Background: an optimization exercise with open tools, aiming at a short achievable clock period and few clock cycles. Do not read the settings as production practice. In this exercise RTL edits were held to simulation tests only and were not proved equivalent to the original. No activity file was given, so power comes from the tool's default toggle rates.

==> design/flow/design.v <==
package tsg_pkg;
  typedef struct packed {
    logic signed [15:0] raw_x;
    logic signed [15:0] raw_y;
    logic signed [15:0] raw_z;
    logic [31:0]        now_ms;
  } tsg_in_t;
  typedef struct packed {
    logic [2:0]         gesture;
    logic signed [15:0] corr_x;
    logic signed [15:0] corr_y;
    logic signed [15:0] corr_z;
  } tsg_out_t;
  typedef struct packed {
    logic        en;
    logic        tilted;
    logic [31:0] now_ms;
  } tsg_det_req_t;
  localparam int unsigned CfgIdxW = 3;
  localparam logic [CfgIdxW-1:0] REG_OFFSET_X       = 3'd0;
  localparam logic [CfgIdxW-1:0] REG_OFFSET_Y       = 3'd1;
  localparam logic [CfgIdxW-1:0] REG_OFFSET_Z       = 3'd2;
  localparam logic [CfgIdxW-1:0] REG_FORWARD_LIMIT  = 3'd3;
  localparam logic [CfgIdxW-1:0] REG_BACKWARD_LIMIT = 3'd4;
  localparam logic [CfgIdxW-1:0] REG_SIDE_LIMIT     = 3'd5;
  localparam logic [CfgIdxW-1:0] REG_SHAKE_JUMP     = 3'd6;
  localparam logic [CfgIdxW-1:0] REG_HOLD_MS        = 3'd7;
  localparam logic [2:0] GEST_NONE     = 3'd0;
  localparam logic [2:0] GEST_FORWARD  = 3'd1;
  localparam logic [2:0] GEST_BACKWARD = 3'd2;
  localparam logic [2:0] GEST_LEFT     = 3'd3;
  localparam logic [2:0] GEST_RIGHT    = 3'd4;
  localparam logic [2:0] GEST_SHAKE    = 3'd5;
  localparam logic signed [15:0] RST_FORWARD_LIMIT  = -16'sd10000;
  localparam logic signed [15:0] RST_BACKWARD_LIMIT = 16'sd14000;
  localparam logic [14:0]        RST_SIDE_LIMIT     = 15'd10000;
  localparam logic [15:0]        RST_SHAKE_JUMP     = 16'd8000;
  localparam logic [15:0]        RST_HOLD_MS        = 16'd1000;
  localparam logic [31:0] SIDE_HOLD_MS    = 32'd500;
  localparam logic [2:0]  SHAKE_RUN_LIMIT = 3'd3;
endpackage
module tilt_shake_gesture_detector (
  input  logic                              clk,
  input  logic                              rst_n,
  input  logic                              in_valid,
  output logic                              in_stall,
  input  logic [79:0]                       in_data,    
  output logic                              out_valid,
  input  logic                              out_stall,
  output logic [50:0]                       out_data,   
  input  logic                              cfg_valid,
  output logic                              cfg_ready,
  input  logic [tsg_pkg::CfgIdxW-1:0]       cfg_index,
  input  logic [15:0]                       cfg_data
);
  function automatic logic jump_big(input logic [15:0] a, input logic [15:0] b,
                                    input logic [15:0] j);
    logic [18:0] ea, eb, nj, s1, k1, s2, k2, x, y;
    ea = {{3{a[15]}}, a};
    eb = {{3{b[15]}}, b};
    nj = ~{3'b000, j};
    s1 = ea ^ ~eb ^ nj;
    k1 = (ea & ~eb) | (ea & nj) | (~eb & nj);
    s2 = eb ^ ~ea ^ nj;
    k2 = (eb & ~ea) | (eb & nj) | (~ea & nj);
    x  = s1 + {k1[17:0], 1'b1};
    y  = s2 + {k2[17:0], 1'b1};
    jump_big = !x[18] || !y[18];
  endfunction
  logic signed [15:0] offset_x_r, offset_y_r, offset_z_r;
  logic signed [15:0] forward_limit_r, backward_limit_r;
  logic [14:0]        side_limit_r;
  logic [15:0]        shake_jump_r, hold_ms_r;
  assign cfg_ready = 1'b1;
  always_ff @(posedge clk) begin
    if (!rst_n) begin
      offset_x_r       <= '0;
      offset_y_r       <= '0;
      offset_z_r       <= '0;
      forward_limit_r  <= tsg_pkg::RST_FORWARD_LIMIT;
      backward_limit_r <= tsg_pkg::RST_BACKWARD_LIMIT;
      side_limit_r     <= tsg_pkg::RST_SIDE_LIMIT;
      shake_jump_r     <= tsg_pkg::RST_SHAKE_JUMP;
      hold_ms_r        <= tsg_pkg::RST_HOLD_MS;
    end else if (cfg_valid) begin
      case (cfg_index)
        tsg_pkg::REG_OFFSET_X:       offset_x_r       <= cfg_data;
        tsg_pkg::REG_OFFSET_Y:       offset_y_r       <= cfg_data;
        tsg_pkg::REG_OFFSET_Z:       offset_z_r       <= cfg_data;
        tsg_pkg::REG_FORWARD_LIMIT:  forward_limit_r  <= cfg_data;
        tsg_pkg::REG_BACKWARD_LIMIT: backward_limit_r <= cfg_data;
        tsg_pkg::REG_SIDE_LIMIT:     side_limit_r     <= cfg_data[14:0];
        tsg_pkg::REG_SHAKE_JUMP:     shake_jump_r     <= cfg_data;
        tsg_pkg::REG_HOLD_MS:        hold_ms_r        <= cfg_data;
        default: ;
      endcase
    end
  end
  logic go_r;                  
  logic in_stall_r;            
  logic out_valid_r, kv_r;     
  logic [50:0] out_data_r, k_r;
  logic v0, v1, v2, v3, v4, v5, v6;
  logic acc, e0, push, hl, v0_nxt, hv_nxt, kv_nxt;
  assign acc    = in_valid && !in_stall_r;
  assign e0     = go_r || !v0;
  assign push   = go_r && v6;
  assign hl     = !out_valid_r || !out_stall;
  assign v0_nxt = e0 ? acc : v0;
  assign hv_nxt = hl ? (kv_r || push) : 1'b1;
  assign kv_nxt = hl ? (kv_r && push) : (kv_r || push);
  always_ff @(posedge clk) begin
    if (!rst_n) begin
      go_r        <= 1'b1;
      in_stall_r  <= 1'b0;
      out_valid_r <= 1'b0;
      kv_r        <= 1'b0;
      v0          <= 1'b0;
    end else begin
      go_r        <= !(hv_nxt && kv_nxt);
      in_stall_r  <= hv_nxt && kv_nxt && v0_nxt;
      out_valid_r <= hv_nxt;
      kv_r        <= kv_nxt;
      v0          <= v0_nxt;
    end
  end
  assign in_stall = in_stall_r;
  logic [2:0][15:0] r0;
  logic [31:0] n0, n1, n2, n3, n4, n5, n6;
  logic [2:0][15:0] c1, c2, c3, c4, c5, c6;
  always_ff @(posedge clk) begin
    if (e0) begin
      r0[0] <= in_data[79:64];
      r0[1] <= in_data[63:48];
      r0[2] <= in_data[47:32];
      n0    <= in_data[31:0];
    end
  end
  always_ff @(posedge clk) begin
    if (!rst_n) begin
      v1 <= 1'b0; v2 <= 1'b0; v3 <= 1'b0; v4 <= 1'b0; v5 <= 1'b0; v6 <= 1'b0;
    end else if (go_r) begin
      v1 <= v0; v2 <= v1; v3 <= v2; v4 <= v3; v5 <= v4; v6 <= v5;
    end
  end
  always_ff @(posedge clk) begin
    if (go_r) begin
      n1 <= n0; n2 <= n1; n3 <= n2; n4 <= n3; n5 <= n4; n6 <= n5;
      c1[0] <= r0[0] - offset_x_r;
      c1[1] <= r0[1] - offset_y_r;
      c1[2] <= r0[2] - offset_z_r;
      c2 <= c1; c3 <= c2; c4 <= c3; c5 <= c4; c6 <= c5;
    end
  end
  logic [3:1]       dz1;
  logic [3:1][15:0] dl1;
  logic [31:0]      e01, e02, e03;
  assign e01 = n0 - n1;
  assign e02 = n0 - n2;
  assign e03 = n0 - n3;
  always_ff @(posedge clk) begin
    if (go_r) begin
      dz1[1] <= |e01[31:16];  dl1[1] <= e01[15:0];
      dz1[2] <= |e02[31:16];  dl1[2] <= e02[15:0];
      dz1[3] <= |e03[31:16];  dl1[3] <= e03[15:0];
    end
  end
  logic tf2, tb2, tl2, tr2;
  logic [3:1] hp2, sp2, bp2;
  logic signed [16:0] cy1_ext, side_ext;
  assign cy1_ext  = {c1[1][15], c1[1]};
  assign side_ext = $signed({2'b00, side_limit_r});
  always_ff @(posedge clk) begin
    if (go_r) begin
      tf2 <= $signed(c1[0]) < forward_limit_r;
      tb2 <= $signed(c1[0]) > backward_limit_r;
      tl2 <= cy1_ext > side_ext;
      tr2 <= cy1_ext < -side_ext;
      for (int k = 1; k <= 3; k++) begin
        hp2[k] <= dz1[k] || (dl1[k] >= hold_ms_r);
        sp2[k] <= dz1[k] || (dl1[k] >= 16'(tsg_pkg::SIDE_HOLD_MS));
      end
      bp2[1] <= jump_big(c1[0], c2[0], shake_jump_r) || jump_big(c1[1], c2[1], shake_jump_r) ||
                jump_big(c1[2], c2[2], shake_jump_r);
      bp2[2] <= jump_big(c1[0], c3[0], shake_jump_r) || jump_big(c1[1], c3[1], shake_jump_r) ||
                jump_big(c1[2], c3[2], shake_jump_r);
      bp2[3] <= jump_big(c1[0], c4[0], shake_jump_r) || jump_big(c1[1], c4[1], shake_jump_r) ||
                jump_big(c1[2], c4[2], shake_jump_r);
    end
  end
  logic [31:0] st_f, st_b, st_l, st_r;
  logic [2:0][15:0] prev_r;
  logic uf6, ub6, ul6, ur6, us6;
  logic uf7, ub7, ul7, ur7, us7;
  logic tf3, tb3, tl3, tr3;
  logic [3:1] hp3, sp3, bp3;
  always_ff @(posedge clk) begin
    if (go_r) begin
      tf3 <= tf2; tb3 <= tb2; tl3 <= tl2; tr3 <= tr2;
      hp3 <= hp2; sp3 <= sp2; bp3 <= bp2;
    end
  end
  logic tf4, tb4, tl4, tr4;
  logic [3:1] hp4, sp4, bp4;
  logic dzf4, dzb4, dzl4, dzr4;
  logic [15:0] dlf4, dlb4, dll4, dlr4;
  logic qs4;
  logic [31:0] ef, eb, el, er;
  assign ef = n3 - st_f;
  assign eb = n3 - st_b;
  assign el = n3 - st_l;
  assign er = n3 - st_r;
  always_ff @(posedge clk) begin
    if (go_r) begin
      tf4 <= tf3; tb4 <= tb3; tl4 <= tl3; tr4 <= tr3;
      hp4 <= hp3; sp4 <= sp3; bp4 <= bp3;
      dzf4 <= |ef[31:16];  dlf4 <= ef[15:0];
      dzb4 <= |eb[31:16];  dlb4 <= eb[15:0];
      dzl4 <= |el[31:16];  dll4 <= el[15:0];
      dzr4 <= |er[31:16];  dlr4 <= er[15:0];
      qs4 <= jump_big(c3[0], prev_r[0], shake_jump_r) || jump_big(c3[1], prev_r[1], shake_jump_r) ||
             jump_big(c3[2], prev_r[2], shake_jump_r);
    end
  end
  logic qf, qb, ql, qr;
  assign qf = dzf4 || (dlf4 >= hold_ms_r);
  assign qb = dzb4 || (dlb4 >= hold_ms_r);
  assign ql = dzl4 || (dll4 >= 16'(tsg_pkg::SIDE_HOLD_MS));
  assign qr = dzr4 || (dlr4 >= 16'(tsg_pkg::SIDE_HOLD_MS));
  logic tf5, tb5, tl5, tr5;
  logic hp5, sp5, bp5;             
  logic rf5, rb5, rl5, rr5, rs5;   
  always_ff @(posedge clk) begin
    if (go_r) begin
      tf5 <= tf4; tb5 <= tb4; tl5 <= tl4; tr5 <= tr4;
      hp5 <= hp4[1]; sp5 <= sp4[1]; bp5 <= bp4[1];
      rf5 <= uf6 ? hp4[2] : uf7 ? hp4[3] : qf;
      rb5 <= ub6 ? hp4[2] : ub7 ? hp4[3] : qb;
      rl5 <= ul6 ? sp4[2] : ul7 ? sp4[3] : ql;
      rr5 <= ur6 ? sp4[2] : ur7 ? sp4[3] : qr;
      rs5 <= us6 ? bp4[2] : us7 ? bp4[3] : qs4;
    end
  end
  logic run_f, fired_f, run_b, fired_b, run_l, run_r;
  logic [1:0] srun;
  logic cf, cb, cl, cr, big;
  logic fire_f, fire_b, fire_l, fire_r, fire_s;
  logic en_f, en_b, en_l, en_r, en_s;
  logic [2:0] gest5;
  assign cf  = uf6 ? hp5 : rf5;
  assign cb  = ub6 ? hp5 : rb5;
  assign cl  = ul6 ? sp5 : rl5;
  assign cr  = ur6 ? sp5 : rr5;
  assign big = us6 ? bp5 : rs5;
  assign fire_f = tf5 && run_f && !fired_f && cf;
  assign fire_b = tb5 && run_b && !fired_b && cb;
  assign fire_l = tl5 && run_l && cl;
  assign fire_r = tr5 && run_r && cr;
  assign fire_s = big && (srun == 2'd3);
  assign en_f = v5 && go_r;
  assign en_b = en_f && !fire_f;
  assign en_l = en_b && !fire_b;
  assign en_r = en_l && !fire_l;
  assign en_s = en_r && !fire_r;
  always_comb begin
    if (fire_f)      gest5 = tsg_pkg::GEST_FORWARD;
    else if (fire_b) gest5 = tsg_pkg::GEST_BACKWARD;
    else if (fire_l) gest5 = tsg_pkg::GEST_LEFT;
    else if (fire_r) gest5 = tsg_pkg::GEST_RIGHT;
    else if (fire_s) gest5 = tsg_pkg::GEST_SHAKE;
    else             gest5 = tsg_pkg::GEST_NONE;
  end
  always_ff @(posedge clk) begin
    if (!rst_n) begin
      run_f <= 1'b0; fired_f <= 1'b0;
      run_b <= 1'b0; fired_b <= 1'b0;
      run_l <= 1'b0; run_r <= 1'b0;
      srun  <= 2'd0;
      uf6 <= 1'b0; ub6 <= 1'b0; ul6 <= 1'b0; ur6 <= 1'b0; us6 <= 1'b0;
      uf7 <= 1'b0; ub7 <= 1'b0; ul7 <= 1'b0; ur7 <= 1'b0; us7 <= 1'b0;
      prev_r <= '0;
    end else begin
      if (en_f) begin
        run_f   <= tf5;
        fired_f <= tf5 && run_f && (fired_f || cf);
      end
      if (en_b) begin
        run_b   <= tb5;
        fired_b <= tb5 && run_b && (fired_b || cb);
      end
      if (en_l) run_l <= tl5 && !(run_l && cl);
      if (en_r) run_r <= tr5 && !(run_r && cr);
      if (en_s) srun  <= big ? srun + 2'd1 : 2'd0;
      if (go_r) begin
        uf6 <= en_f && tf5 && !run_f;
        ub6 <= en_b && tb5 && !run_b;
        ul6 <= en_l && tl5 && !run_l;
        ur6 <= en_r && tr5 && !run_r;
        us6 <= en_s;
        uf7 <= uf6; ub7 <= ub6; ul7 <= ul6; ur7 <= ur6; us7 <= us6;
        if (us6) prev_r <= c6;
      end
    end
  end
  always_ff @(posedge clk) begin
    if (go_r && uf6) st_f <= n6;
    if (go_r && ub6) st_b <= n6;
    if (go_r && ul6) st_l <= n6;
    if (go_r && ur6) st_r <= n6;
  end
  logic [2:0] gest6;
  always_ff @(posedge clk) begin
    if (go_r) gest6 <= gest5;
  end
  logic [50:0] res6;
  assign res6 = {gest6, c6[0], c6[1], c6[2]};
  always_ff @(posedge clk) begin
    if (push) k_r <= res6;
  end
  always_ff @(posedge clk) begin
    if (hl) out_data_r <= kv_r ? k_r : res6;
  end
  assign out_valid = out_valid_r;
  assign out_data  = out_data_r;
endmodule
==> design/flow/constraint.sdc <==
create_clock -name core_clock -period 7.0 [get_ports {clk}]
set_input_delay 1.4000 -clock core_clock [delete_from_list [all_inputs] [get_ports {clk}]]
set_output_delay 1.4000 -clock core_clock [all_outputs]
set_load 0.01 [all_outputs]
==> design/flow/run.sh <==
#!/bin/bash
# synth_recipe.tcl (not shown) runs the flow's synth.tcl, then flattens the netlist and writes it again
# the make line also repeats each setting of config.mk as NAME=value (left out here)
make -C /OpenROAD-flow-scripts/flow DESIGN_CONFIG=/design/flow/config.mk WORK_HOME=/design/flow/orfs CLKGATE_MAP_FILE= SYNTH_SCRIPT=/design/flow/synth_recipe.tcl finish
==> design/flow/config.mk <==
export PLATFORM = sky130hd
export DESIGN_NAME = tilt_shake_gesture_detector
export DESIGN_NICKNAME = tilt_shake_gesture_detector
export VERILOG_FILES = /design/flow/design.v
export SDC_FILE = /design/flow/constraint.sdc
export NUM_CORES = 4
export LEC_CHECK = 0
export ABC_CLOCK_PERIOD_IN_PS = 2000
export CAP_MARGIN = 20
export CORE_MARGIN = 2
export CORE_UTILIZATION = 55
export CTS_CLUSTER_DIAMETER = 100
export CTS_CLUSTER_SIZE = 30
export SETUP_SLACK_MARGIN = 4.8
export SLEW_MARGIN = 20
==> flow_results.org, run 1 <==
** Status
- The run finished with no timing, DRC or antenna violations.

** Setup path
- Reg2Reg Capture Point :: dzl4$_DFFE_PP_
- Required time of the critical path :: 7.47 ns
- For this design, the slowest cell found on the critical path is or4b_1.
- In this run the register-to-register setup slack is 3.12 ns.
- Delay contributed by the slowest stage of the critical path :: approximately 0.47 ns
- Along the worst path, the maximum fanout reaches 5.
- The signal on the critical path passes through buf_4 -> buf_6 -> ha_4 -> a21o_1 -> or3_4 -> o211ai_4 -> a21oi_4 -> a211o_4 -> a2111oi_4 -> xnor2_2 -> nor3_2 -> nand4_1 -> or4b_1.
- Reg-to-reg startpoint :: n3[5]$_DFFE_PP_
- Element type at the critical path start :: register
- Data arrives at the worst endpoint at 4.35 ns.
- The worst register-to-register path has a depth of 13.
- By startpoint and endpoint, the worst setup path is classified as reg2reg.
- Kind of end point of the critical path :: register

** Timing
- Worst-margin pin slew :: 1.047 ns
- Setup total negative slack on the finished layout was measured at 0 ns.
- Clock period minus worst slack :: ~3.9 ns
- Worst Clk Skew :: 0.06308 ns
- Number of failing setup endpoints in the final timing report :: 0
- Max transition margin :: 29.66%
- The final-report max-slew violation count was 0.
- Of the available clock period, the critical path in the final layout requires 55.37%.
- Minimum hold slack :: slightly above 0.4 ns
- RSZ-0062 raised after global routing :: yes
- Final hold violation count :: 0
- Peak Freq :: ~260 MHz

** Synthesis
- Sequential element share of the synthesized area :: roughly 45%
- Proportion of register bits with asynchronous set or reset after synthesis :: 0%
- For this run, the leading register cell type out of synthesis is edfxtp_1.
- Yosys mapped a number of flops with a built-in enable equal to 960.
- Post-synthesis net count :: 7788
- Counting every instance in the synthesized netlist gives 6476.
- Summed over its instances, the top area cell type makes up 39.12% of the synthesized netlist area.
- For this run, the number of Yosys warnings is 1.
- The synthesized netlist occupies a cell area of 73690 µm².
- Synth cell types :: 95
- Synth area leaders :: edfxtp_1 (39%), ha_1 (14%), fa_1 (11%)
- After synthesis the netlist holds a flip-flop and latch count of 1164.
- Synth area leader :: edfxtp_1
- Synthesized area per cell :: approximately 11 µm²

** Clock tree
- TritonCTS built the clock tree.
- TritonCTS Buffers :: 51
- The clock drives between 1k and 1.5k sinks.
- Maximum number of buffers from clock root to sink :: 3
- The H-tree generated during clock tree synthesis spans 2 levels.
- Post-cts hold buffer count :: 0
- After clock tree synthesis, the clock-pin slew on the worst setup and hold paths is approximately 0.12 ns.
- Worst-skew pair later-pin latency :: 0.74 ns
- CTS root buffer :: clkbuf_16

** Hold path
- In this run the most critical hold path is launched from bp4[1]$_DFFE_PP_.
- WHS Path Cells :: 0
- The path with the worst hold slack has its endpoint at bp5$_DFFE_PP_.
- Worst min-delay path class :: reg2reg

** Power
- Power density over the cells :: around 210 nW/µm²
- Leakage power figure :: 0.03515 µW
- Total power draw :: about 18000 µW
- In this run, flip-flops and latches consume between 40% and 50% of the power.
- Pint :: 11940 µW
- Maximum resistive drop on vdd :: 197.9 µV
- Summed over all nets, the switching power comes to 5865 µW.
- Share of total power in the clock network :: 22.4%
- Comb pwr share :: 29.5%
- Net switching is 32.95% of the power.

** Finish
- In the final layout, the registers with the most flip-flops are k_r x51, out_data_r x51.
- The library cells used most frequently in the layout, excluding fill and tap cells, are edfxtp_1 (960), inv_1 (820), ha_1 (753), nand2_1 (541), fa_1 (379).
- In the final design database the tool counted 8219 nets.
- With fillers left out, the area of the finished cells amounts to 84820 µm².
- Layout cells sized above 1 :: around 15%
- Leading cell type in the layout, fill and taps excluded :: edfxtp_1
- The filler cells instantiated in the layout total 10.59k.
- Core utilization of the finished layout :: between 60% and 70%
- The area growth from synthesis to layout is 15.10%.

** Global routing
- GRT Total Usage :: between 20 and 30%
- Pin count of the biggest net entering global routing :: 180
- Global routing finished with a remaining overflow of 0.
- The number of global-route vias before repair was 51.89k.
- The first global-routing pass estimated 304.1 mm of wire.
- The number of antenna violations at the first check in global routing came to 2.

** Routing
- Number of vias after detailed routing :: 50.55k
- Number of remaining DRC errors :: 0
- In this run, the number of DRC markers left after iteration 0 of detailed routing was 3450.
- After detailed routing, the number of vias per cell comes to 5.797.
- DR WL/cell :: 23.13 µm
- Antenna Violating Nets Remaining :: 0
- Detailed Routing Iterations Pass 1 :: 5
- Sum of routed wire length over all layers :: 201.7 mm

** Placed design
- The placed instances occupy a cell area of roughly 77000 µm².
- Detailed placement ended at an HPWL of approximately 150 mm.
- Final RePlAce weighted congestion :: 0.9059
- Buffers placed on the I/O ports in this run total 156.

** Floorplanning
- In this run the standard cell core region covers 133300 µm².
- Rows :: approximately 130
- DIE AREA :: about 140000 µm²
- In this run the vertical extent of the chip is about 370 µm.
- During I/O placement, the number of pins put on the boundary was 158.
- Initial core utilization :: 55.29%
- Width of the die :: 370.0 µm

** Flow run
- Max-cap violations in this run came to 0.
cells by family (layout without fill, tap and decap cells):
logic type               Yosys count  after routing  synth area share, %
adder cells (fa/ha/maj)         1209           1209                24.54
flip-flops                      1164           1164                44.66
AND/OR/NAND/NOR                 1379           1379                8.890
buffers and inverters            991           1465                5.128
other                              1              3             0.005089
multiplexers                      87             87                1.277
AO/OA/AOI/OAI                   1470           1470                13.42
XOR/XNOR                         175            175                2.080
worst max path at each step:
stage                                 start               end  cells past startpoint
2_1_floorplan               go_r$_SDFF_PN1_   n0[0]$_DFFE_PN_                      2
3_3_place_gp   shake_jump_r[1]$_SDFFE_PN0P_     qs4$_DFFE_PP_                     13
3_5_place_dp   shake_jump_r[1]$_SDFFE_PN0P_  bp2[1]$_DFFE_PP_                     13
4_1_cts                     n3[0]$_DFFE_PP_  dz1[3]$_DFFE_PP_                     13
5_1_grt                     n3[0]$_DFFE_PP_    dzl4$_DFFE_PP_                     16
6_report                    n3[5]$_DFFE_PP_    dzl4$_DFFE_PP_                     13
metal layers:
metal	up-vias	global-route usage, %	wire [µm]
met1	25330	35.02	79080
met3	343	2.572	7935
met5	-	0	12
met2	1196	54.96	106700
li1	23680	-	-
met4	2	10.22	8033
cell usage after synthesis, drive strengths merged (108+ instances only):
cell type	n
xnor2	123
nand2	549
a21o	224
fa	394
a21boi	173
clkbuf	108
nor2	245
dfxtp	204
ha	814
edfxtp	960
o21ai	236
inv	861
a21oi	340
critical path, delay by kind of cell (launching register included):
kind | cells | cell delay (ns)
XOR/XNOR | 1 | 0.13
buffers and inverters | 2 | 0.27
AND/OR/NAND/NOR | 4 | 1.08
flip-flops | 1 | 0.41
adder cells (fa/ha/maj) | 1 | 0.21
AO/OA/AOI/OAI | 5 | 1.49
power by group through the flow:
stage | clock [µW] | sequential [µW] | combinational [µW]
floorplan | 0 | 8560 | 3070
global placement | 0 | 8750 | 4440
detailed placement | 0 | 8770 | 4530
CTS | 4070 | 8580 | 5090
global route | 4280 | 8630 | 5870
finish | 3980 | 8570 | 5250
area by class of cell:
class,instances,area (µm²),share of cell area [%]
Sequential cell,1164,32960,38.86
Clock inverter,23,354.1,0.4175
Clock buffer,73,1389,1.637
Antenna cell,2,5.005,0.005901
Inverter,861,3293,3.883
Timing Repair Buffer,508,4564,5.381
Multi-Input combinational cell,4321,40040,47.21
Tap cell,1768,2212,2.608
metrics by stage:
step / setup WS (ns) / instances
finish: 3.124 / 8720
global route: 3.005 / 8718
CTS: 3.192 / 8618
detailed placement: 2.319 / 8323
global placement: 2.241 / 8322
floorplan: 0.8999 / 6476
timing repair:
action                                  CTS  global route
resized for setup                       842           224
setup buffers                           195           100
gates cloned                              4             0
endpoints found under the setup margin  890           259
pin swaps                               323           169
Testbench counts, summed over its fixed seeds: cycles 16,064.
==> inputs of run 2 (changes only) <==
--- a/design/flow/design.v
+++ b/design/flow/design.v
@@ -39,6 +39,131 @@
   localparam logic [31:0] SIDE_HOLD_MS    = 32'd500;
   localparam logic [2:0]  SHAKE_RUN_LIMIT = 3'd3;
 endpackage
+module tsg_uge16 (
+  input  logic [15:0] a,
+  input  logic [15:0] b,
+  output logic        y
+);
+  function automatic logic uge(input logic [31:0] a, input logic [31:0] b);
+    logic [31:0] g, t;
+    g = a & ~b;
+    t = a | ~b;
+    for (int w = 1; w < 32; w = w * 2) begin
+      for (int i = 0; i + 2 * w - 1 < 32; i = i + 2 * w) begin
+        g[i+2*w-1] = g[i+2*w-1] | (t[i+2*w-1] & g[i+w-1]);
+        t[i+2*w-1] = t[i+2*w-1] & t[i+w-1];
+      end
+    end
+    uge = g[31] | t[31];
+  endfunction
+  assign y = uge({16'd0, a}, {16'd0, b});
+endmodule
+module tsg_uge15 (
+  input  logic [14:0] a,
+  input  logic [14:0] b,
+  output logic        y
+);
+  function automatic logic uge(input logic [31:0] a, input logic [31:0] b);
+    logic [31:0] g, t;
+    g = a & ~b;
+    t = a | ~b;
+    for (int w = 1; w < 32; w = w * 2) begin
+      for (int i = 0; i + 2 * w - 1 < 32; i = i + 2 * w) begin
+        g[i+2*w-1] = g[i+2*w-1] | (t[i+2*w-1] & g[i+w-1]);
+        t[i+2*w-1] = t[i+2*w-1] & t[i+w-1];
+      end
+    end
+    uge = g[31] | t[31];
+  endfunction
+  assign y = uge({17'd0, a}, {17'd0, b});
+endmodule
+module tsg_sub16 (
+  input  logic [15:0] a,
+  input  logic [15:0] b,
+  output logic [15:0] y
+);
+  function automatic logic [15:0] sub16(input logic [15:0] a, input logic [15:0] b);
+    logic [15:0] nb, g, t, p, c;
+    nb = ~b;
+    g  = a & nb;
+    t  = a | nb;
+    p  = a ^ nb;
+    for (int d = 1; d < 16; d = d * 2) begin
+      for (int i = 15; i >= d; i = i - 1) begin
+        g[i] = g[i] | (t[i] & g[i-d]);
+        t[i] = t[i] & t[i-d];
+      end
+    end
+    c[0] = 1'b1;
+    for (int i = 1; i < 16; i++) c[i] = g[i-1] | t[i-1];
+    sub16 = p ^ c;
+  endfunction
+  assign y = sub16(a, b);
+endmodule
+module tsg_tdiff (
+  input  logic [31:0] a,
+  input  logic [31:0] b,
+  output logic [16:0] y
+);
+  function automatic logic [16:0] tdiff(input logic [31:0] a, input logic [31:0] b);
+    logic [31:0] nb, g, t, p, t0;
+    logic [15:0] c;
+    logic        c16, z;
+    nb = ~b;
+    g  = a & nb;
+    t  = a | nb;
+    p  = a ^ nb;
+    t0 = t;
+    for (int d = 1; d < 16; d = d * 2) begin
+      for (int i = 15; i >= d; i = i - 1) begin
+        g[i] = g[i] | (t[i] & g[i-d]);
+        t[i] = t[i] & t[i-d];
+      end
+    end
+    c[0] = 1'b1;
+    for (int i = 1; i < 16; i++) c[i] = g[i-1] | t[i-1];
+    c16 = g[15] | t[15];
+    z = (p[16] == c16);
+    for (int i = 17; i < 32; i++) z = z & (p[i] == t0[i-1]);
+    tdiff = {!z, p[15:0] ^ c};
+  endfunction
+  assign y = tdiff(a, b);
+endmodule
+module tsg_jump3 (
+  input  logic [2:0][15:0] a,
+  input  logic [2:0][15:0] b,
+  input  logic [15:0]      j,
+  output logic             y
+);
+  function automatic logic cout(input logic [31:0] a, input logic [31:0] b);
+    logic [31:0] g, t;
+    g = a & b;
+    t = a | b;
+    for (int w = 1; w < 32; w = w * 2) begin
+      for (int i = 0; i + 2 * w - 1 < 32; i = i + 2 * w) begin
+        g[i+2*w-1] = g[i+2*w-1] | (t[i+2*w-1] & g[i+w-1]);
+        t[i+2*w-1] = t[i+2*w-1] & t[i+w-1];
+      end
+    end
+    cout = g[31];
+  endfunction
+  function automatic logic jump_big(input logic [15:0] a, input logic [15:0] b,
+                                    input logic [15:0] j);
+    logic [18:0] ea, eb, nj, s1, k1, s2, k2;
+    logic        x, y;
+    ea = {{3{a[15]}}, a};
+    eb = {{3{b[15]}}, b};
+    nj = ~{3'b000, j};
+    s1 = ea ^ ~eb ^ nj;
+    k1 = (ea & ~eb) | (ea & nj) | (~eb & nj);
+    s2 = eb ^ ~ea ^ nj;
+    k2 = (eb & ~ea) | (eb & nj) | (~ea & nj);
+    x  = s1[18] ^ k1[17] ^ cout({s1[17:0], 14'd0}, {k1[16:0], 1'b1, 14'd0});
+    y  = s2[18] ^ k2[17] ^ cout({s2[17:0], 14'd0}, {k2[16:0], 1'b1, 14'd0});
+    jump_big = !x || !y;
+  endfunction
+  assign y = jump_big(a[0], b[0], j) || jump_big(a[1], b[1], j) || jump_big(a[2], b[2], j);
+endmodule
 module tilt_shake_gesture_detector (
   input  logic                              clk,
   input  logic                              rst_n,
@@ -53,20 +178,6 @@
   input  logic [tsg_pkg::CfgIdxW-1:0]       cfg_index,
   input  logic [15:0]                       cfg_data
 );
-  function automatic logic jump_big(input logic [15:0] a, input logic [15:0] b,
-                                    input logic [15:0] j);
-    logic [18:0] ea, eb, nj, s1, k1, s2, k2, x, y;
-    ea = {{3{a[15]}}, a};
-    eb = {{3{b[15]}}, b};
-    nj = ~{3'b000, j};
-    s1 = ea ^ ~eb ^ nj;
-    k1 = (ea & ~eb) | (ea & nj) | (~eb & nj);
-    s2 = eb ^ ~ea ^ nj;
-    k2 = (eb & ~ea) | (eb & nj) | (~ea & nj);
-    x  = s1 + {k1[17:0], 1'b1};
-    y  = s2 + {k2[17:0], 1'b1};
-    jump_big = !x[18] || !y[18];
-  endfunction
   logic signed [15:0] offset_x_r, offset_y_r, offset_z_r;
   logic signed [15:0] forward_limit_r, backward_limit_r;
   logic [14:0]        side_limit_r;
@@ -143,49 +254,56 @@
       v1 <= v0; v2 <= v1; v3 <= v2; v4 <= v3; v5 <= v4; v6 <= v5;
     end
   end
+  logic [2:0][15:0] c0;
+  tsg_sub16 u_cx (.a(r0[0]), .b(offset_x_r), .y(c0[0]));
+  tsg_sub16 u_cy (.a(r0[1]), .b(offset_y_r), .y(c0[1]));
+  tsg_sub16 u_cz (.a(r0[2]), .b(offset_z_r), .y(c0[2]));
   always_ff @(posedge clk) begin
     if (go_r) begin
       n1 <= n0; n2 <= n1; n3 <= n2; n4 <= n3; n5 <= n4; n6 <= n5;
-      c1[0] <= r0[0] - offset_x_r;
-      c1[1] <= r0[1] - offset_y_r;
-      c1[2] <= r0[2] - offset_z_r;
+      c1 <= c0;
       c2 <= c1; c3 <= c2; c4 <= c3; c5 <= c4; c6 <= c5;
     end
   end
   logic [3:1]       dz1;
   logic [3:1][15:0] dl1;
-  logic [31:0]      e01, e02, e03;
-  assign e01 = n0 - n1;
-  assign e02 = n0 - n2;
-  assign e03 = n0 - n3;
+  logic [3:1][16:0] td0;
+  tsg_tdiff u_td1 (.a(n0), .b(n1), .y(td0[1]));
+  tsg_tdiff u_td2 (.a(n0), .b(n2), .y(td0[2]));
+  tsg_tdiff u_td3 (.a(n0), .b(n3), .y(td0[3]));
   always_ff @(posedge clk) begin
     if (go_r) begin
-      dz1[1] <= |e01[31:16];  dl1[1] <= e01[15:0];
-      dz1[2] <= |e02[31:16];  dl1[2] <= e02[15:0];
-      dz1[3] <= |e03[31:16];  dl1[3] <= e03[15:0];
+      for (int k = 1; k <= 3; k++) {dz1[k], dl1[k]} <= td0[k];
     end
   end
   logic tf2, tb2, tl2, tr2;
   logic [3:1] hp2, sp2, bp2;
-  logic signed [16:0] cy1_ext, side_ext;
-  assign cy1_ext  = {c1[1][15], c1[1]};
-  assign side_ext = $signed({2'b00, side_limit_r});
+  logic ge_f1, ge_b1, ge_l1, ge_r1;
+  logic [3:1] ge_h1;
+  tsg_uge16 u_gf (.a({!c1[0][15], c1[0][14:0]}),
+                  .b({!forward_limit_r[15], forward_limit_r[14:0]}), .y(ge_f1));
+  tsg_uge16 u_gb (.a({!backward_limit_r[15], backward_limit_r[14:0]}),
+                  .b({!c1[0][15], c1[0][14:0]}), .y(ge_b1));
+  tsg_uge15 u_gl (.a(side_limit_r), .b(c1[1][14:0]), .y(ge_l1));
+  tsg_uge15 u_gr (.a(~c1[1][14:0]), .b(side_limit_r), .y(ge_r1));
+  for (genvar k = 1; k <= 3; k++) begin : g_hp
+    tsg_uge16 u_gh (.a(dl1[k]), .b(hold_ms_r), .y(ge_h1[k]));
+  end
+  logic [3:1] big1;
+  tsg_jump3 u_j1 (.a(c1), .b(c2), .j(shake_jump_r), .y(big1[1]));
+  tsg_jump3 u_j2 (.a(c1), .b(c3), .j(shake_jump_r), .y(big1[2]));
+  tsg_jump3 u_j3 (.a(c1), .b(c4), .j(shake_jump_r), .y(big1[3]));
   always_ff @(posedge clk) begin
     if (go_r) begin
-      tf2 <= $signed(c1[0]) < forward_limit_r;
-      tb2 <= $signed(c1[0]) > backward_limit_r;
-      tl2 <= cy1_ext > side_ext;
-      tr2 <= cy1_ext < -side_ext;
+      tf2 <= !ge_f1;
+      tb2 <= !ge_b1;
+      tl2 <= !c1[1][15] && !ge_l1;
+      tr2 <= c1[1][15] && ge_r1;
       for (int k = 1; k <= 3; k++) begin
-        hp2[k] <= dz1[k] || (dl1[k] >= hold_ms_r);
+        hp2[k] <= dz1[k] || ge_h1[k];
         sp2[k] <= dz1[k] || (dl1[k] >= 16'(tsg_pkg::SIDE_HOLD_MS));
       end
-      bp2[1] <= jump_big(c1[0], c2[0], shake_jump_r) || jump_big(c1[1], c2[1], shake_jump_r) ||
-                jump_big(c1[2], c2[2], shake_jump_r);
-      bp2[2] <= jump_big(c1[0], c3[0], shake_jump_r) || jump_big(c1[1], c3[1], shake_jump_r) ||
-                jump_big(c1[2], c3[2], shake_jump_r);
-      bp2[3] <= jump_big(c1[0], c4[0], shake_jump_r) || jump_big(c1[1], c4[1], shake_jump_r) ||
-                jump_big(c1[2], c4[2], shake_jump_r);
+      bp2 <= big1;
     end
   end
   logic [31:0] st_f, st_b, st_l, st_r;
@@ -205,26 +323,30 @@
   logic dzf4, dzb4, dzl4, dzr4;
   logic [15:0] dlf4, dlb4, dll4, dlr4;
   logic qs4;
-  logic [31:0] ef, eb, el, er;
-  assign ef = n3 - st_f;
-  assign eb = n3 - st_b;
-  assign el = n3 - st_l;
-  assign er = n3 - st_r;
+  logic [16:0] tdf3, tdb3, tdl3, tdr3;
+  logic        qs3;
+  tsg_tdiff u_tdf (.a(n3), .b(st_f), .y(tdf3));
+  tsg_tdiff u_tdb (.a(n3), .b(st_b), .y(tdb3));
+  tsg_tdiff u_tdl (.a(n3), .b(st_l), .y(tdl3));
+  tsg_tdiff u_tdr (.a(n3), .b(st_r), .y(tdr3));
+  tsg_jump3 u_jq (.a(c3), .b(prev_r), .j(shake_jump_r), .y(qs3));
   always_ff @(posedge clk) begin
     if (go_r) begin
       tf4 <= tf3; tb4 <= tb3; tl4 <= tl3; tr4 <= tr3;
       hp4 <= hp3; sp4 <= sp3; bp4 <= bp3;
-      dzf4 <= |ef[31:16];  dlf4 <= ef[15:0];
-      dzb4 <= |eb[31:16];  dlb4 <= eb[15:0];
-      dzl4 <= |el[31:16];  dll4 <= el[15:0];
-      dzr4 <= |er[31:16];  dlr4 <= er[15:0];
-      qs4 <= jump_big(c3[0], prev_r[0], shake_jump_r) || jump_big(c3[1], prev_r[1], shake_jump_r) ||
-             jump_big(c3[2], prev_r[2], shake_jump_r);
+      {dzf4, dlf4} <= tdf3;
+      {dzb4, dlb4} <= tdb3;
+      {dzl4, dll4} <= tdl3;
+      {dzr4, dlr4} <= tdr3;
+      qs4 <= qs3;
     end
   end
   logic qf, qb, ql, qr;
-  assign qf = dzf4 || (dlf4 >= hold_ms_r);
-  assign qb = dzb4 || (dlb4 >= hold_ms_r);
+  logic ge_qf, ge_qb;
+  tsg_uge16 u_gqf (.a(dlf4), .b(hold_ms_r), .y(ge_qf));
+  tsg_uge16 u_gqb (.a(dlb4), .b(hold_ms_r), .y(ge_qb));
+  assign qf = dzf4 || ge_qf;
+  assign qb = dzb4 || ge_qb;
   assign ql = dzl4 || (dll4 >= 16'(tsg_pkg::SIDE_HOLD_MS));
   assign qr = dzr4 || (dlr4 >= 16'(tsg_pkg::SIDE_HOLD_MS));
   logic tf5, tb5, tl5, tr5;
==> design/flow/config.mk (replaced) <==
export PLATFORM = sky130hd
export DESIGN_NAME = tilt_shake_gesture_detector
export DESIGN_NICKNAME = tilt_shake_gesture_detector
export VERILOG_FILES = /design/flow/design.v
export SDC_FILE = /design/flow/constraint.sdc
export NUM_CORES = 4
export LEC_CHECK = 0
export CAP_MARGIN = 20
export CORE_MARGIN = 2
export CORE_UTILIZATION = 55
export SETUP_SLACK_MARGIN = 4.8
export SLEW_MARGIN = 20
export SYNTH_HIERARCHICAL = 1
export SYNTH_MINIMUM_KEEP_SIZE = 0
==> flow_results.org, run 2 <==
** Timing
- The final hold violation count was 0 (unchanged).
- Setup repair after global routing could not meet its margin everywhere.
- Worst Clk Skew :: 0.02695 ns (-0.03613 ns)
- The final worst hold slack is 0.4135 ns (+0.0005640 ns).
- Post-layout worst setup margin :: 4.146 ns (+1.022 ns)
- The final-report max-slew violation count came to 0 (unchanged).
- The worst-margin pin slew was 0.9519 ns (-0.09527 ns).
- The number of setup violations in the final report came to 0 (unchanged).
- The worst slew margin relative to its limit was 36.54% (+6.9 points).
- The fraction of the cycle the final worst path needs is 40.77% (-15 points).
- The highest clock frequency the design can meet is 350.4 MHz (+36%).
- The post-layout minimum cycle time was 2.854 ns (-1.022 ns).
- The setup TNS was 0 ns (unchanged).

** Floorplanning
- Rows :: 128 (-4.5%)
- Floorplan Core Area :: 121900 µm² (-8.6%)
- DIE AREA :: 125800 µm² (-8.1%)
- The chip width was 354.7 µm (-4.2%).
- Initial core utilization :: 55.49% (+0.20 points)
- The die height came to 354.7 µm (-4.2%).
- The top-level port count is 158 (unchanged).

** Finish
- Final cell area excluding filler cells :: 79670 µm² (-6.1%)
- Final non-filler cell total :: 8010 (-8.1%)
- The total of fill cells in the finished design was 9414 (-11%).
- The share of post-route cells with drive strength above 1 was 16.08% (+0.74 points).
- Area occupied by multi-input gates :: 31990 µm² (-20%)
- Leaving out fill and tap cells, the most frequent cells in the layout are inv_1 (1043), edfxtp_1 (960), nand2_1 (465), ha_1 (419), fa_1 (361).
- The total area of sequential cells was 32960 µm² (about the same).
- The library cell used most frequently in the layout, excluding fill and tap cells, is inv_1.
- The area growth from synthesis to layout is 17.80%.
- Top Registers :: k_r x51, out_data_r x51
- The final net count was 7209 (-12%).

** Power
- The fraction of power consumed by combinational cells is 16.1% (-13 points).
- Power density over the cells :: 227.6 nW/µm² (+8.4%)
- The proportion of power drawn by flip-flops and latches was 45.9% (-2.2 points).
- Pint :: 13290 µW (+11%)
- Switching power :: 4844 µW (-17%)
- The switching portion of total power came to 26.72% (-6.2 points).
- The cell leakage power was 0.03279 µW (-6.7%).
- The fraction of power consumed by the clock network was 38.0% (+16 points).
- Maximum resistive drop on vdd :: 262.4 µV (+33%)

** Routing
- Number of violations reported at the end of detailed-routing iteration 0 :: 3185 (-7.7%)
- DR WL/cell :: 20.80 µm (-10%)
- Number of remaining DRC errors :: 0 (unchanged)
- Antenna Violating Nets Remaining :: 0 (unchanged)
- Number of vias after detailed routing :: 43.99k (-13%)
- The detailed-route vias per instance came to 5.492 (-5.3%).
- Detailed Routing Iterations Pass 1 :: 8 (+3)
- The total wire length is 166.6 mm (-17%).

** Global routing
- The global-route wire length before repair came to 255.1 mm (-16%).
- Pin count of the biggest net entering global routing :: 116 (-36%)
- The number of antenna violations at the first check in global routing was 16 (+14).
- The overall overflow remaining after global route is 0 (unchanged).
- The aggregate global-route resource usage came to 26.67% (-2.7 points).
- Number of global-route vias before repair :: 44.09k (-15%)

** Synthesis
- The synthesized area per cell came to 11.75 µm² (+3.2%).
- Post-synthesis net count :: 6695 (-14%)
- Cell count after synthesis :: 5757 (-11%)
- The area of the mapped netlist is 67620 µm² (-8.2%).
- The number of warnings issued by yosys is 12 (+11).

** Setup path
- Critical path's slowest cell :: fa_2
- The worst setup path is captured at a register.
- The worst stage delay on the critical path was 0.63 ns (+0.16 ns).
- The data arrival time of the critical path was 3.36 ns (-0.99 ns).
- Element type at the critical path start :: register
- Required time of the critical path :: 7.50 ns (+0.03 ns)
- The critical path is of the reg2reg type.
- Cells along the critical path :: buf_4 -> fa_2 -> a222oi_1 -> a22oi_1 -> o221ai_1 -> a31oi_2 -> o22ai_1 -> nor4_2 -> nand4_1
- The maximum fanout count along the critical path came to 6 (+1).

** Clock tree
- The worst-case clock buffer depth is 3 (unchanged).
- Clock tree from TritonCTS :: built
- The clock transition at the registers of the reported paths was 0.06 ns (-0.06 ns).
- The tree is rooted in a clkbuf_16.
- The maximum level of the CTS H-tree came to 4 (+2).
- Sink count of the clock tree :: 1164 (unchanged)
- Worst-skew pair later-pin latency :: 0.78 ns (+0.04 ns)
- TritonCTS Buffers :: 131 (+160%)
- Post-cts hold buffer count :: 0 (unchanged)

** Placed design
- Pre-CTS worst setup slack :: 3.450 ns (+1.131 ns)
- The placer congestion estimate is 0.9272 (+2.4%).
- The instance area after placement was 71220 µm² (-8.0%).
- Half-perimeter wire length after detailed placement :: 117.4 mm (-21%)
- Placed insts :: 7497 (-9.9%)
- # port buffers :: 156 (unchanged)

** Hold path
- The tightest min-delay check is of the reg2reg type.

** Flow run
- Count of maximum capacitance violations :: 0 (unchanged)

** Status
- The flow ran to the end and the layout has no timing, DRC or antenna violations.
## run 2: power groups by stage
stage	sequential [µW]	combinational (µW)	clock (µW)
2_1_floorplan	8380	1790	0
3_3_place_gp	8530	2450	0
3_5_place_dp	8550	2490	0
4_1_cts	8350	2790	7030
5_1_grt	8390	3200	7290
6_report	8320	2910	6890
## run 2: timing repair
item | in CTS | in global routing
gates cloned | 6 | 1
setup endpoints to repair | 1068 | 700
gates resized for setup | 565 | 111
pin swaps | 140 | 109
buffers inserted | 190 | 69
## run 2: routing by layer
metal	routed length (µm)	GRT usage, %	part of all wire, %
met2	80640	44.48	48
met5	132	0	0.079
met3	8364	4.334	5.0
met1	69970	34.68	42
met4	7536	11.30	4.5
## run 2: per-stage QoR
stage / total power (µW) / util [%]
2_1_floorplan: 10170 / -
3_3_place_gp: 10980 / 58.43
3_5_place_dp: 11040 / 58.43
4_1_cts: 18170 / 64.44
5_1_grt: 18880 / 65.35
6_report: 18130 / 65.37
## run 2: worst paths after layout
kind | slack [ns] | from | cells past startpoint | to
setup / recovery | 4.15 | c1[40]$_DFFE_PP_ | 9 | bp2[2]$_DFFE_PP_
setup reg to reg | 4.15 | c1[40]$_DFFE_PP_ | 9 | bp2[2]$_DFFE_PP_
hold / removal | 0.41 | n5[22]$_DFFE_PP_ | 0 | n6[22]$_DFFE_PP_
hold reg to reg | 0.41 | n5[22]$_DFFE_PP_ | 0 | n6[22]$_DFFE_PP_
## run 2: critical path: cells and delay by family, from the launching register on
kind | cells | cell delay [ns]
compound gates | 5 | 1.04
fa+ha+maj | 1 | 0.63
flops | 1 | 0.40
simple gates | 2 | 0.34
buf+inv | 1 | 0.19
## run 2: final cells by class
| type | instances | share of cell area (%) |
|---|---|---|
| tap | 1625 | 2.552 |
| antenna | 5 | 0.01571 |
| clock buffer | 182 | 4.592 |
| multi-input combinational | 3461 | 40.16 |
| clock inverter | 60 | 0.7790 |
| inverter | 1057 | 5.029 |
| sequential | 1164 | 41.37 |
| timing repair buffer | 455 | 5.486 |
| timing repair inverter | 1 | 0.01414 |
Testbench counts of run 2, summed over its fixed seeds: cycles 16,064.
==> inputs of run 3 (changes only) <==
--- a/design/flow/design.v
+++ b/design/flow/design.v
@@ -440,7 +440,8 @@
     if (push) k_r <= res6;
   end
   always_ff @(posedge clk) begin
-    if (hl) out_data_r <= kv_r ? k_r : res6;
+    if (!rst_n)  out_data_r <= '0;
+    else if (hl) out_data_r <= kv_r ? k_r : res6;
   end
   assign out_valid = out_valid_r;
   assign out_data  = out_data_r;
--- a/design/flow/config.mk
+++ b/design/flow/config.mk
@@ -7,7 +7,7 @@
 export LEC_CHECK = 0
 export CAP_MARGIN = 20
 export CORE_MARGIN = 2
-export CORE_UTILIZATION = 55
+export CORE_UTILIZATION = 65
 export SETUP_SLACK_MARGIN = 4.8
 export SLEW_MARGIN = 20
 export SYNTH_HIERARCHICAL = 1
==> flow_results.org, run 3 <==
** Status
- The run finished with no timing, DRC or antenna violations.

** Clock tree
- In this run the clock root is driven by a clkbuf_16.
- Sink count of the clock tree :: 1164 (unchanged)
- The clock transition at the registers of the reported paths was 0.07 ns (about the same).
- H-tree depth :: 3 (-1)
- Maximum number of buffers from clock root to sink :: 3 (unchanged)
- The number of buffers created by CTS came to 119 (-9.2%).
- Clock tree from TritonCTS :: built
- Worst-skew pair later-pin latency :: 0.74 ns (-0.04 ns)

** Finish
- Compared with the post-synthesis result, the final layout area differs by 18.23%.
- The share of post-route cells with drive strength above 1 came to 16.37% (+0.29 points).
- Footprint of the flip-flops and latches :: 32530 µm² (-1.3%)
- Top Registers :: k_r x51, out_data_r x51
- The area occupied by multi-input gates came to 32620 µm² (+2.0%).
- The final net count was 7305 (+1.3%).
- Leaving out fill and tap cells, the most frequent cell in the layout is inv_1.
- The total of fill cells in the finished design was 6576 (-30%).
- Final non-filler cell total :: 7857 (-1.9%)
- Highest-count cells in the layout ignoring fill and taps :: inv_1 (1033), edfxtp_1 (909), nand2_1 (465), ha_1 (401), fa_1 (359)

** Setup path
- Worst endpoint data arrival time :: 3.27 ns (-0.09 ns)
- Required time of the critical path :: 7.44 ns (-0.06 ns)
- STA classifies the critical path endpoint as a register.
- The maximum fanout count along the critical path came to 7 (+1).
- Type of the worst setup path :: reg2reg
- The worst setup path is launched from a register.

** Routing
- The count of nets left with antenna violations after detail routing is 0 (unchanged).
- Number of vias after detailed routing :: 46.17k (+4.9%)
- DR WL/cell :: 21.45 µm (+3.1%)
- Number of remaining DRC errors :: 0 (unchanged)
- The detailed-route vias per instance came to 5.876 (+7.0%).
- Sum of routed wire length over all layers :: 168.5 mm (+1.1%)
- Detailed Routing Iterations Pass 1 :: 7 (-1)
- The number of DRC markers in iteration 0 is 3806 (+19%).

** Global routing
- The overall overflow remaining after global route is 0 (unchanged).
- Most used routing layer in global routing :: met2
- Number of global-route vias before repair :: 46.41k (+5.3%)
- The met1 track utilization from global routing was 39.33% (+4.7 points).
- The aggregate global-route resource usage is 31.22% (+4.5 points).
- The global-route wire length before repair is 257.4 mm (+0.89%).
- The pin count of the biggest net entering global routing was 163 (+41%).
- Number of antenna violations at the first check in global routing :: 7 (-9)
- The global routing usage on met3 came to 3.917% (-0.42 points).
- Met2 usage :: 53.29% (+8.8 points)

** Power
- Power density over the cells :: 224.3 nW/µm² (-1.4%)
- Leakage power figure :: 0.03298 µW (+0.58%)
- Maximum resistive drop on vdd :: 289.2 µV (+10%)
- Comb pwr share :: 16.9% (+0.8 points)
- The switching power is 4890 µW (+0.96%).
- The switching portion of total power was 27.25% (+0.53 points).
- The internal power of the cells was 13060 µW (-1.7%).
- The fraction of power consumed by the clock network came to 37.0% (-1.0 points).
- Fraction of power consumed by sequential logic :: 46.1% (+0.2 points)

** Placed design
- The estimated wirelength of the detail-placed design is 114.4 mm (-2.5%).
- The worst setup slack after placement is 3.404 ns (-0.04629 ns).
- # port buffers :: 156 (unchanged)
- The placer congestion estimate was 0.9348 (+0.82%).
- Placed insts :: 7350 (-2.0%)

** Synthesis
- Post-synthesis cell area :: 67660 µm² (about the same)
- Number of warnings reported in the yosys synthesis log :: 12 (unchanged)
- The synthesized area per cell was 11.52 µm² (-2.0%).
- The post-synth net total was 6813 (+1.8%).
- The cell count after synthesis is 5875 (+2.0%).

** Timing
- Setup repair after global routing could not meet its margin everywhere.
- Final hold violation count :: 0 (unchanged)
- The worst slew margin relative to its limit was 31.30% (-5.2 points).
- Post-layout worst setup margin :: 4.178 ns (+0.03185 ns)
- The post-layout minimum cycle time came to 2.822 ns (-0.03185 ns).
- The fraction of the cycle the final worst path needs came to 40.32% (-0.46 points).
- The highest clock frequency the design can meet came to 354.3 MHz (+1.1%).
- The clock skew after layout came to 0.03367 ns (+0.006718 ns).
- The number of setup violations in the final report was 0 (unchanged).
- The worst-margin pin slew was 1.030 ns (+0.07863 ns).
- The final-report max-slew violation count is 0 (unchanged).
- Final setup TNS :: 0 ns (unchanged)

** Floorplanning
- Width of the die :: 326.6 µm (-7.9%)
- Floorplan Core Area :: 103300 µm² (-15%)
- The number of cell rows was 118 (-7.8%).
- The top-level port count is 158 (unchanged).
- The die height is 326.6 µm (-7.9%).
- DIE AREA :: 106700 µm² (-15%)
- The initial core utilization was 65.47% (+10 points).

** Hold path
- Worst min-delay path class :: reg2reg

** Flow run
- Count of maximum capacitance violations :: 0 (unchanged)
run 3: path summary, 6_finish.rpt:
kind | start | slack, ns | depth (start not counted) | endpoint
worst min-delay path | tb4$_DFFE_PP_ | 0.41 | 0 | tb5$_DFFE_PP_
worst max-delay path | c1[28]$_DFFE_PP_ | 4.18 | 10 | bp2[2]$_DFFE_PP_
worst min register to register | tb4$_DFFE_PP_ | 0.41 | 0 | tb5$_DFFE_PP_
worst max register to register | c1[28]$_DFFE_PP_ | 4.18 | 10 | bp2[2]$_DFFE_PP_
run 3: metal layers:
metal	vias up	wire length [µm]
met1	23080	65980
met2	1525	83560
li1	21120	-
met4	0	9812
met3	444	9165
met5	-	0
run 3: power by group through the flow:
stage          sequential [µW]  clock, µW  combinational, µW
2_1_floorplan             8320          0               1800
3_3_place_gp              8470          0               2420
3_5_place_dp              8490          0               2490
4_1_cts                   8290       6730               2830
5_1_grt                   8320       6970               3310
6_report                  8270       6640               3040
run 3: timing repair:
| action | in CTS | in global routing |
|---|---|---|
| pin swaps | 106 | 127 |
| resized for setup | 616 | 204 |
| endpoints found under the hold margin | 0 | 0 |
| setup buffers | 195 | 73 |
| setup endpoints to repair | 798 | 393 |
| gates cloned | 5 | 3 |
| hold buffers | 0 | 0 |
run 3: area by class of cell:
| class | instances | area share (%) |
|---|---|---|
| Multi-Input combinational cell | 3562 | 40.78 |
| Inverter | 1056 | 5.039 |
| Tap cell | 1380 | 2.158 |
| Clock buffer | 161 | 4.266 |
| Timing Repair inverter | 1 | 0.01408 |
| Antenna cell | 3 | 0.009384 |
| Clock inverter | 67 | 0.8977 |
| Sequential cell | 1164 | 40.67 |
| Timing Repair Buffer | 463 | 6.174 |
run 3: through the flow:
step / utilization [%] / total power (µW) / hold slack [ns] / area [µm²]
finish: 77.41 / 17950 / 0.4058 / 80000
global route: 77.41 / 18600 / 0.4193 / 80000
CTS: 75.75 / 17850 / 0.4132 / 78290
detailed placement: 68.60 / 10980 / 0.4045 / 70900
global placement: 68.60 / 10890 / 0.4001 / 70890
floorplan: - / 10120 / 0.4003 / 67750
run 3: worst max-delay path: stages (launching register included):
cell and delay [ns]:
edfxtp_1 0.41, buf_8 0.18, fa_2 0.61, a222oi_1 0.09, buf_4 0.15, a22oi_2 0.15
maj3_2 0.23, o21ai_2 0.07, a221o_1 0.33, nor4_2 0.15, nand4_1 0.14
Testbench counts of run 3, summed over its fixed seeds: cycles 16,064.
==> inputs of run 4 (changes only) <==
--- a/design/flow/design.v
+++ b/design/flow/design.v
@@ -129,40 +129,57 @@
   endfunction
   assign y = tdiff(a, b);
 endmodule
-module tsg_jump3 (
-  input  logic [2:0][15:0] a,
+module tsg_addj (
+  input  logic [15:0] a,
+  input  logic [15:0] j,
+  output logic [17:0] am,
+  output logic [17:0] ap
+);
+  function automatic logic [17:0] add18(input logic [17:0] x, input logic [17:0] y,
+                                        input logic ci);
+    logic [17:0] g, t, p, c;
+    g = x & y;
+    t = x | y;
+    p = x ^ y;
+    for (int d = 1; d < 18; d = d * 2) begin
+      for (int i = 17; i >= d; i = i - 1) begin
+        g[i] = g[i] | (t[i] & g[i-d]);
+        t[i] = t[i] & t[i-d];
+      end
+    end
+    c[0] = ci;
+    for (int i = 1; i < 18; i++) c[i] = g[i-1] | (t[i-1] & ci);
+    add18 = p ^ c;
+  endfunction
+  assign am = add18({{2{a[15]}}, a}, ~{2'b00, j}, 1'b0);
+  assign ap = add18({{2{a[15]}}, a}, {2'b00, j}, 1'b1);
+endmodule
+module tsg_big3 (
   input  logic [2:0][15:0] b,
-  input  logic [15:0]      j,
+  input  logic [2:0][17:0] am,
+  input  logic [2:0][17:0] ap,
   output logic             y
 );
-  function automatic logic cout(input logic [31:0] a, input logic [31:0] b);
+  function automatic logic uge(input logic [31:0] a, input logic [31:0] b);
     logic [31:0] g, t;
-    g = a & b;
-    t = a | b;
+    g = a & ~b;
+    t = a | ~b;
     for (int w = 1; w < 32; w = w * 2) begin
       for (int i = 0; i + 2 * w - 1 < 32; i = i + 2 * w) begin
         g[i+2*w-1] = g[i+2*w-1] | (t[i+2*w-1] & g[i+w-1]);
         t[i+2*w-1] = t[i+2*w-1] & t[i+w-1];
       end
     end
-    cout = g[31];
-  endfunction
-  function automatic logic jump_big(input logic [15:0] a, input logic [15:0] b,
-                                    input logic [15:0] j);
-    logic [18:0] ea, eb, nj, s1, k1, s2, k2;
-    logic        x, y;
-    ea = {{3{a[15]}}, a};
-    eb = {{3{b[15]}}, b};
-    nj = ~{3'b000, j};
-    s1 = ea ^ ~eb ^ nj;
-    k1 = (ea & ~eb) | (ea & nj) | (~eb & nj);
-    s2 = eb ^ ~ea ^ nj;
-    k2 = (eb & ~ea) | (eb & nj) | (~ea & nj);
-    x  = s1[18] ^ k1[17] ^ cout({s1[17:0], 14'd0}, {k1[16:0], 1'b1, 14'd0});
-    y  = s2[18] ^ k2[17] ^ cout({s2[17:0], 14'd0}, {k2[16:0], 1'b1, 14'd0});
-    jump_big = !x || !y;
+    uge = g[31] | t[31];
   endfunction
-  assign y = jump_big(a[0], b[0], j) || jump_big(a[1], b[1], j) || jump_big(a[2], b[2], j);
+  logic [2:0] lo, hi;
+  logic [2:0][17:0] bf;
+  for (genvar i = 0; i < 3; i++) begin : g_ax
+    assign bf[i] = {!b[i][15], {2{b[i][15]}}, b[i][14:0]};
+    assign lo[i] = uge({14'd0, !am[i][17], am[i][16:0]}, {14'd0, bf[i]});
+    assign hi[i] = uge({14'd0, bf[i]}, {14'd0, !ap[i][17], ap[i][16:0]});
+  end
+  assign y = |lo || |hi;
 endmodule
 module tilt_shake_gesture_detector (
   input  logic                              clk,
@@ -277,7 +294,8 @@
     end
   end
   logic tf2, tb2, tl2, tr2;
-  logic [3:1] hp2, sp2, bp2;
+  logic [3:1] hp2, sp2;
+  logic [2:0][17:0] am2, ap2;      
   logic ge_f1, ge_b1, ge_l1, ge_r1;
   logic [3:1] ge_h1;
   tsg_uge16 u_gf (.a({!c1[0][15], c1[0][14:0]}),
@@ -289,10 +307,10 @@
   for (genvar k = 1; k <= 3; k++) begin : g_hp
     tsg_uge16 u_gh (.a(dl1[k]), .b(hold_ms_r), .y(ge_h1[k]));
   end
-  logic [3:1] big1;
-  tsg_jump3 u_j1 (.a(c1), .b(c2), .j(shake_jump_r), .y(big1[1]));
-  tsg_jump3 u_j2 (.a(c1), .b(c3), .j(shake_jump_r), .y(big1[2]));
-  tsg_jump3 u_j3 (.a(c1), .b(c4), .j(shake_jump_r), .y(big1[3]));
+  logic [2:0][17:0] am1, ap1;
+  for (genvar a = 0; a < 3; a++) begin : g_aj
+    tsg_addj u_aj (.a(c1[a]), .j(shake_jump_r), .am(am1[a]), .ap(ap1[a]));
+  end
   always_ff @(posedge clk) begin
     if (go_r) begin
       tf2 <= !ge_f1;
@@ -303,33 +321,43 @@
         hp2[k] <= dz1[k] || ge_h1[k];
         sp2[k] <= dz1[k] || (dl1[k] >= 16'(tsg_pkg::SIDE_HOLD_MS));
       end
-      bp2 <= big1;
+      am2 <= am1;
+      ap2 <= ap1;
     end
   end
   logic [31:0] st_f, st_b, st_l, st_r;
   logic [2:0][15:0] prev_r;
   logic uf6, ub6, ul6, ur6, us6;
   logic uf7, ub7, ul7, ur7, us7;
+  logic us8;
   logic tf3, tb3, tl3, tr3;
-  logic [3:1] hp3, sp3, bp3;
+  logic [3:1] hp3, sp3;
+  logic [4:1] bp3;
+  logic       qs3;
+  logic [4:1] big2;
+  logic       qbig2;
+  tsg_big3 u_b1 (.b(c3), .am(am2), .ap(ap2), .y(big2[1]));
+  tsg_big3 u_b2 (.b(c4), .am(am2), .ap(ap2), .y(big2[2]));
+  tsg_big3 u_b3 (.b(c5), .am(am2), .ap(ap2), .y(big2[3]));
+  tsg_big3 u_b4 (.b(c6), .am(am2), .ap(ap2), .y(big2[4]));
+  tsg_big3 u_bq (.b(prev_r), .am(am2), .ap(ap2), .y(qbig2));
   always_ff @(posedge clk) begin
     if (go_r) begin
       tf3 <= tf2; tb3 <= tb2; tl3 <= tl2; tr3 <= tr2;
-      hp3 <= hp2; sp3 <= sp2; bp3 <= bp2;
+      hp3 <= hp2; sp3 <= sp2; bp3 <= big2; qs3 <= qbig2;
     end
   end
   logic tf4, tb4, tl4, tr4;
-  logic [3:1] hp4, sp4, bp4;
+  logic [3:1] hp4, sp4;
+  logic [4:1] bp4;
   logic dzf4, dzb4, dzl4, dzr4;
   logic [15:0] dlf4, dlb4, dll4, dlr4;
   logic qs4;
   logic [16:0] tdf3, tdb3, tdl3, tdr3;
-  logic        qs3;
   tsg_tdiff u_tdf (.a(n3), .b(st_f), .y(tdf3));
   tsg_tdiff u_tdb (.a(n3), .b(st_b), .y(tdb3));
   tsg_tdiff u_tdl (.a(n3), .b(st_l), .y(tdl3));
   tsg_tdiff u_tdr (.a(n3), .b(st_r), .y(tdr3));
-  tsg_jump3 u_jq (.a(c3), .b(prev_r), .j(shake_jump_r), .y(qs3));
   always_ff @(posedge clk) begin
     if (go_r) begin
       tf4 <= tf3; tb4 <= tb3; tl4 <= tl3; tr4 <= tr3;
@@ -360,7 +388,7 @@
       rb5 <= ub6 ? hp4[2] : ub7 ? hp4[3] : qb;
       rl5 <= ul6 ? sp4[2] : ul7 ? sp4[3] : ql;
       rr5 <= ur6 ? sp4[2] : ur7 ? sp4[3] : qr;
-      rs5 <= us6 ? bp4[2] : us7 ? bp4[3] : qs4;
+      rs5 <= us6 ? bp4[2] : us7 ? bp4[3] : us8 ? bp4[4] : qs4;
     end
   end
   logic run_f, fired_f, run_b, fired_b, run_l, run_r;
@@ -400,6 +428,7 @@
       srun  <= 2'd0;
       uf6 <= 1'b0; ub6 <= 1'b0; ul6 <= 1'b0; ur6 <= 1'b0; us6 <= 1'b0;
       uf7 <= 1'b0; ub7 <= 1'b0; ul7 <= 1'b0; ur7 <= 1'b0; us7 <= 1'b0;
+      us8 <= 1'b0;
       prev_r <= '0;
     end else begin
       if (en_f) begin
@@ -420,6 +449,7 @@
         ur6 <= en_r && tr5 && !run_r;
         us6 <= en_s;
         uf7 <= uf6; ub7 <= ub6; ul7 <= ul6; ur7 <= ur6; us7 <= us6;
+        us8 <= us7;
         if (us6) prev_r <= c6;
       end
     end
==> flow_results.org, run 4 <==
** Flow run
- The reported max-cap violation count is 0 (unchanged).

** Floorplanning
- The top-level port count came to 158 (unchanged).
- The area of the core region came to 108900 µm² (+5.3%).

** Setup path
- Among the stages of the critical path, the cell type that occurs most often is maj3_2.
- Reg2Reg Capture Point :: bp3[4]$_DFFE_PP_
- The critical path goes through nor2b_1 -> maj3_2 -> maj3_2 -> maj3_2 -> a21oi_2 -> o41ai_2 -> a211oi_4 -> o2111ai_1.
- The cell depth of the worst flop-to-flop path was 8 (-2).
- The required time of the critical path came to 7.48 ns (+0.04 ns).
- Type of the worst setup path :: reg2reg
- The largest individual stage delay along the critical path comes from the cell edfxtp_1.
- The maximum fanout count along the critical path came to 6 (-1).

** Synthesis
- Cell count after synthesis :: 6596 (+12%)
- The number of warnings issued by yosys came to 13 (+1).
- The post-synth net total is 7318 (+7.4%).

** Finish
- Highest-count cells in the layout ignoring fill and taps :: inv_1 (1084), edfxtp_1 (1017), ha_1 (539), nand2_1 (432), a21oi_1 (347)
- Final cell area excluding filler cells :: 85480 µm² (+6.8%)
- Area occupied by multi-input gates :: 33900 µm² (+3.9%)
- Leading cell type in the layout, fill and taps excluded :: inv_1
- Top Registers :: am2 x54, ap2 x54
- The total area of sequential cells came to 35790 µm² (+10%).

** Status
- Outcome :: complete, no violations

** Clock tree
- The clock insertion delay at the later pin of the skew report is 0.77 ns (+0.03 ns).
- Clock tree from TritonCTS :: built
- The maximum level of the CTS H-tree is 4 (+1).
- Maximum number of buffers from clock root to sink :: 3 (unchanged)
- The clock net sink count was 1273 (+9.4%).
- Post-cts hold buffer count :: 0 (unchanged)

** Placed design
- # port buffers :: 156 (unchanged)
- Pre-CTS worst setup slack :: 3.216 ns (-0.1886 ns)
- The instance area after placement was 74470 µm² (+5.0%).
- The estimated wirelength of the detail-placed design was 120.6 mm (+5.4%).

** Timing
- The final setup slack of the worst path came to 4.225 ns (+0.04753 ns).
- Slew Viols, Final :: 0 (unchanged)
- The post-layout minimum cycle time is 2.775 ns (-0.04753 ns).
- Max transition margin :: 23.21% (-8.1 points)
- Setup repair after global routing could not meet its margin everywhere.
- Peak Freq :: 360.4 MHz (+1.7%)
- Number of failing setup endpoints in the final timing report :: 0 (unchanged)

** Global routing
- Pin count of the biggest net entering global routing :: 181 (+11%)
- Leftover overflow at the end of global routing :: 0 (unchanged)
- The number of antenna violations at the first check in global routing was 8 (+1).
- Number of global-route vias before repair :: 50.38k (+8.6%)

** Power
- The post-route total power was 20200 µW (+13%).
- The total power divided by cell area is 236.4 nW/µm² (+5.4%).

** Routing
- DR WL/cell :: 20.95 µm (-2.3%)
- Number of vias after detailed routing :: 51.23k (+11%)
- Detailed Routing Iterations Pass 1 :: 8 (+1)

** Hold path
- Capture endpoint of the worst hold path :: sp3[3]$_DFFE_PP_
- The startpoint identified for the worst hold timing path is sp2[3]$_DFFE_PP_.
-- run 4: where the power goes --
part           leakage [µW]  internal, µW  switching [µW]
Clock               0.00231          4410            3110
Sequential           0.0125          8760             736
Combinational        0.0203          1530            1650
Total                0.0351         14700            5500
-- run 4: worst max-delay path, delay by kind of cell, from the launching register on --
| kind | cells | cell delay, ns |
|---|---|---|
| adder cells (fa/ha/maj) | 3 | 0.93 |
| AO/OA/AOI/OAI | 4 | 0.85 |
| flip-flops | 1 | 0.52 |
| AND/OR/NAND/NOR | 1 | 0.20 |
-- run 4: worst max-delay path by stage --
stage                                start                      endpoint  slack [ns]  cells past startpoint
after CTS                 am2[5]$_DFFE_PP_              bp3[4]$_DFFE_PP_        4.28                      8
after floorplan            go_r$_SDFF_PN1_         in_stall_r$_SDFF_PN0_       -0.10                      5
after detailed placement             rst_n  side_limit_r[7]$_SDFFE_PN0P_        3.22                      5
after global routing       c1[5]$_DFFE_PP_             am2[16]$_DFFE_PP_        4.18                      9
after global placement               rst_n              ul7$_SDFFE_PN0P_        3.26                      5
final                     am2[5]$_DFFE_PP_              bp3[4]$_DFFE_PP_        4.23                      8
-- run 4: layout make-up --
class                      count  area share, %
clock inverter                68         0.8973
clock buffer                 186          4.615
antenna                        1       0.002927
sequential                  1273          41.87
tap                         1414          2.070
timing repair buffer         506          5.881
inverter                    1128          5.010
multi-input combinational   4095          39.65
-- run 4: repair_timing --
item | CTS | global route
endpoints found under the setup margin | 974 | 642
gates resized for setup | 783 | 242
hold endpoints to repair | 0 | 0
buffers inserted | 225 | 106
gates cloned | 2 | 0
pin swaps | 164 | 179
-- run 4: metal layers --
layer  vias to the layer above  share of wire [%]  track usage [%]
met2                      1789                 49            53.88
met5                         -              0.037                0
met3                       518                5.6            4.106
met1                     24840                 39            38.28
li1                      24070                  -                -
met4                        10                6.0            17.17
-- run 4: per-stage QoR --
stage	setup TNS [ns]	std cells	utilization, %
2_1_floorplan	-5.283	6596	-
3_3_place_gp	0	8083	68.42
3_5_place_dp	0	8083	68.42
4_1_cts	0	8564	76.61
5_1_grt	0	8671	78.53
6_report	0	8671	78.53
Testbench counts of run 4, summed over its fixed seeds: cycles 16,064.

==> afterwards: timing with drivers on the ports <==
Ports are ideal in the flow. The routed layouts listed here were re-timed in OpenROAD. Step 1, drivers: a clkbuf_16 drives clk and a buf_2 each remaining input, both assumed. Step 2, shift: input delay + t, output delay - t, t = (earliest + latest rising clock arrival at the registers) / 2. This alone moves slack from input paths to output paths. a / b / c = ideal ports / drivers / drivers and shift; a / b = the first two.
run | t (ns) | slack for setup (ns)
run 1 | 0.795 | 3.124 / 3.124 / 3.124
run 2 | 0.845 | 4.146 / 4.146 / 3.998
run 3 | 0.802 | 4.178 / 4.178 / 4.107
run 4 | 0.839 | 4.225 / 4.225 / 3.990
After both steps setup and hold are still met in every run listed.
